This design comes from an exercise in tuning for small area, a short achievable clock period and few clock cycles on the open sky130 flow, not from production work.
Only simulation tests tie the RTL to the original design; equivalence was not proved.

==> juniper: inputs <==
==> flow/design.v (excerpt) <==
module execute_calc_mc #(
    parameter int XLEN   = 32,
    parameter int MASK_W = XLEN / 8
) (
    input  logic              clk,
    input  logic              reset,
    input  logic              flush,
    input  logic              in_valid,
    output logic              in_ready,
    input  logic [3:0]        in_alu_op,
    input  logic [3:0]        in_br_op,
    input  logic [1:0]        in_mem_op,
    input  logic [2:0]        in_funct3,
    input  logic              in_use_rs2,
    input  logic [XLEN-1:0]   in_rs1_val,
    input  logic [XLEN-1:0]   in_rs2_val,
    input  logic [XLEN-1:0]   in_imm,
    input  logic [XLEN-1:0]   in_pc,
    output logic              out_valid,
    input  logic              out_ready,
    output logic [XLEN-1:0]   out_alu_result,
    output logic              out_cmp_eq,
    output logic              branch_taken_out,
    output logic [XLEN-1:0]   branch_target_out,
    output logic              mem_write_out,
    output logic              mem_read_out,
    output logic [XLEN-1:0]   mem_addr_out,
    output logic [XLEN-1:0]   mem_data_out,
    output logic [MASK_W-1:0] mem_mask_out,
    output logic              busy_out
);
    localparam logic [3:0] ALU_NONE = 4'd0,  ALU_ADD  = 4'd1,  ALU_SUB  = 4'd2,  ALU_AND  = 4'd3;
    localparam logic [3:0] ALU_OR   = 4'd4,  ALU_XOR  = 4'd5,  ALU_SLL  = 4'd6,  ALU_SRL  = 4'd7;
  ...
clock: 12.0 ns
lec_check: 0
cap_margin: 20
core_margin: 2
core_utilization: 40
slew_margin: 20
standard.sh (not shown) runs the stock make flow with config.mk's settings and CLKGATE_MAP_FILE= SYNTH_SCRIPT=/design/flow/synth_recipe.tcl, a recipe that flattens the netlist after the stock synthesis.
==> flow/flow/run.sh <==
#!/bin/bash
# The standard ORFS layout (standard.sh, unchanged synthesis), with two settings of
# how the layout is made: the resizer repairs setup timing toward a tighter target
# (SETUP_SLACK_MARGIN, an optimisation margin only; the SDC and clock are the standard flow's), and the
# port buffers that the flow inserts on every input and output are buf_1 cells.
# The full tool output goes to standard.log in this folder.
set -o pipefail
export SETUP_SLACK_MARGIN=6.5
export BUFFER_PORTS_ARGS="-buffer_cell sky130_fd_sc_hd__buf_1"
bash standard.sh > standard.log 2>&1
==> inputs of willow, as changes to juniper <==
--- a/flow/design.v
+++ b/flow/design.v
@@ -48,23 +48,24 @@
     } state_t;
     logic              p_valid;
     state_t            p_state;
     logic [XLEN-1:0]   p_a, p_b, p_rs2, p_tsum;
     logic [3:0]        p_alu_op, p_br_op;
     logic              p_mem_wr, p_mem_rd, p_mask1, p_mask2;
     logic [4:0]        p_cnt;
-    logic              p_first, p_dmode, p_cy;
-    logic [5:0]        p_clz_a, p_clz_b;
-    logic              p_bz;
+    logic              p_first, p_cy;
+    logic [4:0]        p_shift;
+    logic              p_bz, p_noiter;
     logic              r_valid, r_eq, r_taken, r_mem_wr, r_mem_rd;
     logic [XLEN-1:0]   r_res, r_tgt, r_dat;
     logic [MASK_W-1:0] r_mask;
     logic out_free, p_last, move, accept, step;
+    logic r_rdy_a, r_rdy_b;
     assign out_free = !r_valid || out_ready;
-    assign in_ready = reset && (!p_valid || (p_last && out_free));
+    assign in_ready = reset && (r_rdy_a || (r_rdy_b && out_ready));
     assign accept   = in_valid && in_ready && !flush;
     assign move     = reset && !flush && p_valid && p_last && out_free;    
     assign step     = reset && !flush && p_valid && !p_last && out_free;   
     logic [XLEN-1:0] b_in, tsum_in;
     logic            jr_in;
     always_comb begin
         if (in_alu_op == ALU_ADD && in_mem_op != MEM_NONE)
@@ -86,35 +87,35 @@
                                                     in_funct3 == 3'd5);
     logic is_mul_in, is_div_in;
     assign is_mul_in = (in_alu_op == ALU_MUL) || (in_alu_op == ALU_MULH);
     assign is_div_in = (in_alu_op == ALU_DIV) || (in_alu_op == ALU_REM);
     logic            do_sub;
     logic [XLEN:0]   addsub;
     logic            lt_u, lt_s;
-    assign do_sub = (p_alu_op != ALU_ADD);
-    assign addsub = {1'b0, p_a} + {1'b0, p_b ^ {XLEN{do_sub}}} + {{XLEN{1'b0}}, do_sub};
+    logic            add_cin;
+    assign do_sub  = (p_alu_op != ALU_ADD) && (p_state != S_MUL);
+    assign add_cin = do_sub || ((p_state == S_MUL) && p_cy);
+    assign addsub  = {1'b0, p_a} + {1'b0, p_b ^ {XLEN{do_sub}}} + {{XLEN{1'b0}}, add_cin};
     assign lt_u   = !addsub[XLEN];
     assign lt_s   = (p_a[XLEN-1] ^ p_b[XLEN-1]) ? p_a[XLEN-1] : addsub[XLEN-1];
     function automatic logic [5:0] clz(input logic [XLEN-1:0] v);
         clz = 6'd32;
         for (int i = 0; i < XLEN; i++) if (v[i]) clz = XLEN - 1 - i;
     endfunction
-    logic [6:0] shift_d;
-    logic       dal_noiter;
-    assign shift_d     = {1'b0, p_clz_b} - {1'b0, p_clz_a};
-    assign dal_noiter  = p_bz || shift_d[6];
+    logic [6:0] shift_in;
+    assign shift_in = {1'b0, clz(b_in)} - {1'b0, clz(in_rs1_val)};
     logic            dal, sh_left, sh_fill;
     logic [XLEN-1:0] sh_src, sh_x, sh_r, sh_out;
     logic [4:0]      sh_amt;
     logic [2*XLEN-1:0] sh_w;
     assign dal     = (p_state == S_DAL);
     assign sh_left = dal || (p_alu_op == ALU_SLL);
     assign sh_fill = !dal && (p_alu_op == ALU_SRA) && p_a[XLEN-1];
     assign sh_src  = dal ? p_b : p_a;
-    assign sh_amt  = dal ? (dal_noiter ? 5'd0 : shift_d[4:0]) : p_b[4:0];
+    assign sh_amt  = dal ? p_shift : p_b[4:0];
     always_comb begin
         for (int i = 0; i < XLEN; i++) sh_x[i] = sh_left ? sh_src[XLEN-1-i] : sh_src[i];
     end
     assign sh_w = {{XLEN{sh_fill}}, sh_x} >> sh_amt;
     assign sh_r = sh_w[XLEN-1:0];
     always_comb begin
         for (int i = 0; i < XLEN; i++) sh_out[i] = sh_left ? sh_r[XLEN-1-i] : sh_r[i];
@@ -171,53 +172,75 @@
         l3[3] = l2[4];
         {l4[1], l4[0]} = fa3(l3[0], l3[1], l3[2]);
         l4[2] = l3[3];
         {cs_c, cs_s} = fa3(l4[0], l4[1], l4[2]);
     end
     logic [K:0]      low;                
     assign low = {1'b0, cs_s[K-1:0]} + {1'b0, cs_c[K-1:0]} + {{K{1'b0}}, cy_in};
-    logic [XLEN:0]   cpa;
     logic            qbit, cnt_zero;
     logic [XLEN-1:0] rem_nx, quo_nx, mlo_nx, md_res;
-    assign cpa    = {1'b0, r_dat} + {1'b0, r_tgt} + {{XLEN{1'b0}}, (p_dmode ? 1'b1 : p_cy)};
-    assign qbit   = cpa[XLEN];
-    assign rem_nx = qbit ? cpa[XLEN-1:0] : r_dat;
+    assign qbit   = addsub[XLEN];
+    assign rem_nx = qbit ? addsub[XLEN-1:0] : p_a;
     assign quo_nx = {r_res[XLEN-2:0], qbit};
     assign mlo_nx = {low[K-1:0], p_b[XLEN-1:K]};
     assign cnt_zero = (p_cnt == 5'd0);
     always_comb begin
         case (p_state)
-            S_MUL:   md_res = (p_alu_op == ALU_MULH) ? cpa[XLEN-1:0] : mlo_nx;
+            S_MUL:   md_res = (p_alu_op == ALU_MULH) ? addsub[XLEN-1:0] : mlo_nx;
+            S_DAL:   md_res = (p_alu_op == ALU_REM) ? p_a : {XLEN{p_bz}};
             default: md_res = (p_alu_op == ALU_REM) ? rem_nx : quo_nx;
         endcase
     end
     always_comb begin
         case (p_state)
             S_ONE:   p_last = 1'b1;
-            S_DAL:   p_last = 1'b0;
+            S_DAL:   p_last = p_noiter;
             default: p_last = cnt_zero;
         endcase
     end
     logic [XLEN-1:0] res, tgt;
     logic            eq_now, eq, taken, p_eq;
     assign res    = (p_state == S_ONE) ? alu : md_res;
     assign eq_now = (p_a == p_b);
-    assign eq     = (p_state == S_ONE) ? eq_now : p_eq;
+    assign eq     = (p_state == S_ONE || p_state == S_DAL) ? eq_now : p_eq;
     always_comb begin
         case (p_br_op)
             BR_BEQ, BR_BEQZ:        taken = eq;
             BR_BNE, BR_BNEZ:        taken = !eq;
             BR_BLT, BR_BLTU:        taken = res[0];
             BR_BGE, BR_BGEU:        taken = !res[0];
             BR_JAL, BR_JALR, BR_JR: taken = 1'b1;
             default:                taken = 1'b0;
         endcase
     end
     assign tgt = (p_br_op == BR_NONE) ? '0 :
                  {p_tsum[XLEN-1:1], p_tsum[0] && !(p_br_op == BR_JALR || p_br_op == BR_JR)};
+    logic p_valid_nx, r_valid_nx, p_last_nx;
+    always_comb begin
+        if (!reset || flush) begin
+            p_valid_nx = 1'b0;
+            r_valid_nx = 1'b0;
+        end else begin
+            p_valid_nx = accept ? 1'b1 : (move ? 1'b0 : p_valid);
+            r_valid_nx = move ? 1'b1 : ((step || out_ready) ? 1'b0 : r_valid);
+        end
+        if (accept)
+            p_last_nx = is_mul_in ? 1'b0 : (is_div_in ? ((b_in == '0) || shift_in[6]) : 1'b1);
+        else if (step)
+            case (p_state)
+                S_DAL:   p_last_nx = (p_shift == 5'd0);
+                default: p_last_nx = (p_cnt == 5'd1);
+            endcase
+        else
+            p_last_nx = p_last;
+    end
+    always_ff @(posedge clk) begin
+        r_rdy_a <= !p_valid_nx || (p_last_nx && !r_valid_nx);
+        r_rdy_b <= p_valid_nx && p_last_nx;
+    end
     always_ff @(posedge clk) begin
         if (!reset || flush) begin
             p_valid <= 1'b0;
             r_valid <= 1'b0;
         end else begin
             if (accept)    p_valid <= 1'b1;
             else if (move) p_valid <= 1'b0;
@@ -236,33 +259,40 @@
             p_mem_wr <= mem_wr_in;
             p_mem_rd <= mem_rd_in;
             p_mask1  <= mask1_in;
             p_mask2  <= mask2_in;
             p_state  <= is_mul_in ? S_MUL : (is_div_in ? S_DAL : S_ONE);
             p_cnt    <= (in_alu_op == ALU_MULH) ? NM : NM - 1;
             p_first  <= is_mul_in;
-            p_dmode  <= is_div_in;
-            p_clz_a  <= clz(in_rs1_val);
-            p_clz_b  <= clz(b_in);
+            p_shift  <= shift_in[4:0];
             p_bz     <= (b_in == '0);
+            p_noiter <= (b_in == '0) || shift_in[6];
         end else if (step) begin
             if (p_first || dal) p_eq <= eq_now;
             case (p_state)
                 S_MUL: begin
                     p_cnt   <= p_cnt - 5'd1;
                     p_first <= 1'b0;
-                    p_b     <= mlo_nx;
                     p_cy    <= low[K];
+                    if (p_alu_op == ALU_MULH && p_cnt == 5'd1) begin
+                        p_a <= cs_s[TW-2:K];
+                        p_b <= cs_c[TW-2:K];
+                    end else begin
+                        p_b <= mlo_nx;
+                    end
                 end
                 S_DAL: begin
                     p_state <= S_DIT;
-                    p_cnt   <= dal_noiter ? 5'd0 : shift_d[4:0];
+                    p_cnt   <= p_shift;
+                    p_b     <= sh_out;
                 end
                 S_DIT: begin
                     p_cnt <= p_cnt - 5'd1;
+                    p_a   <= rem_nx;
+                    p_b   <= {1'b0, p_b[XLEN-1:1]};
                 end
                 default: ;
             endcase
         end
     end
     always_ff @(posedge clk) begin
         if (move) begin
@@ -276,24 +306,16 @@
             r_mask   <= {p_mask2, p_mask2, p_mask1, p_mem_wr};
         end else if (step) begin
             case (p_state)
                 S_MUL: begin
                     r_dat <= cs_s[TW-2:K];
                     r_tgt <= cs_c[TW-2:K];
                 end
-                S_DAL: begin
-                    r_dat <= p_a;
-                    r_tgt <= ~sh_out;
-                    r_res <= {XLEN{p_bz}};
-                end
-                S_DIT: begin
-                    r_dat <= rem_nx;
-                    r_res <= quo_nx;
-                    r_tgt <= {1'b1, r_tgt[XLEN-1:1]};
-                end
+                S_DAL: r_res <= '0;
+                S_DIT: r_res <= quo_nx;
                 default: ;
             endcase
         end
     end
     assign out_valid         = r_valid;
     assign out_alu_result    = r_res;
     assign out_cmp_eq        = r_eq;
==> impl_summary.txt <==
----------------------------------------------------
[Timing]
  Max-slew headroom at the worst pin ... 12.1%
  Worst hold slack after final layout ... approximately 0.41 ns

[Layout]
  Buffers, non-clock ... ~430
  Share of post-route cells with drive strength above 1 ... about a tenth
  Growth of design area from synthesis to finish ... 13.4%

[Floorplanning]
  Total core area ... 78900 um^2
  Die W ... 286 um

[Critical path]
  Critical-path cell list ... buf_4 -> buf_4 -> nor2b_1 -> fa_1 -> inv_1 -> fa_1 -> fa_1 -> inv_1 -> fa_1 -> fa_1 -> nand2_1 -> a21oi_1 -> a2111oi_0 -> a31oi_1
  Critical setup path kind ... reg2reg

[Routing]
  Routed wire per std cell ... between 30 and 40 um
  WL met2 ... between 70000 and 80000 um

[Clocking]
  # clock sinks ... 263

[Place]
  Placed insts ... about 5000
  Worst-case setup slack after placement ... 5.44 ns

[Status]
  Run status ... no timing/DRC/antenna violations

[Pwr]
  Peak VDD IR ... approximately 200 uV

----------------------------------------------------
-- figures above: willow

==> impl_summary.txt <==
----------------------------------------------------
[Status]
  Run status ... no timing/DRC/antenna violations

[Floorplanning]
  Total core area ... 80500 um^2
  Die W ... 289 um

[Pwr]
  Peak VDD IR ... 62.4 uV

[Clocking]
  # clock sinks ... about 270

[Layout]
  Buffers, non-clock ... 389
  Growth of design area from synthesis to finish ... 11.9%
  Share of post-route cells with drive strength above 1 ... 8.30%

[Critical path]
  Critical setup path kind ... in2reg
  Critical-path cell list ... buf_1 -> nand3b_1 -> buf_12 -> mux2_4 -> ha_4 -> fa_2 -> a21o_1 -> a21oi_2 -> a21boi_2 -> o41a_1 -> o221a_4 -> a311oi_4 -> o31ai_4 -> nor4_4 -> o21bai_1 -> a21oi_1 -> xnor2_1

[Timing]
  Max-slew headroom at the worst pin ... between 20% and 30%
  Worst hold slack after final layout ... 0.419 ns

[Routing]
  WL met2 ... 63200 um

----------------------------------------------------
-- figures above: juniper

Testbench counts of juniper, summed over its fixed seeds: cycles 46,361.
Testbench counts of willow, summed over its fixed seeds: cycles 45,988.

re-timing with driven ports:
The results above use ideal ports. As a check the final layouts listed here were re-extracted and re-timed, cells and wires unchanged. Step 1, drivers: a clkbuf_16 drives clk and a buf_2 each remaining input, both assumed. Step 2 moves the port delays by t, midway between the first and last clock arrival at a register: inputs arrive t later, outputs are due t later. That takes back most of the time a late clock gives input paths. a / b / c = no drivers / after step 1 / after step 2; a / b = the first two.
run	shift t [ns]	setup WS [ns]	clock arrival spread, ns
juniper	0.636	6.478 / 6.521 / 5.885	0.021 / 0.022
willow	0.645	6.472 / 6.472 / 5.990	0.025 / 0.025
After both steps every run listed still meets setup and hold. The setup slack of juniper, which loses most, moves by +0.043 ns with the drivers and by -0.593 ns with both steps.
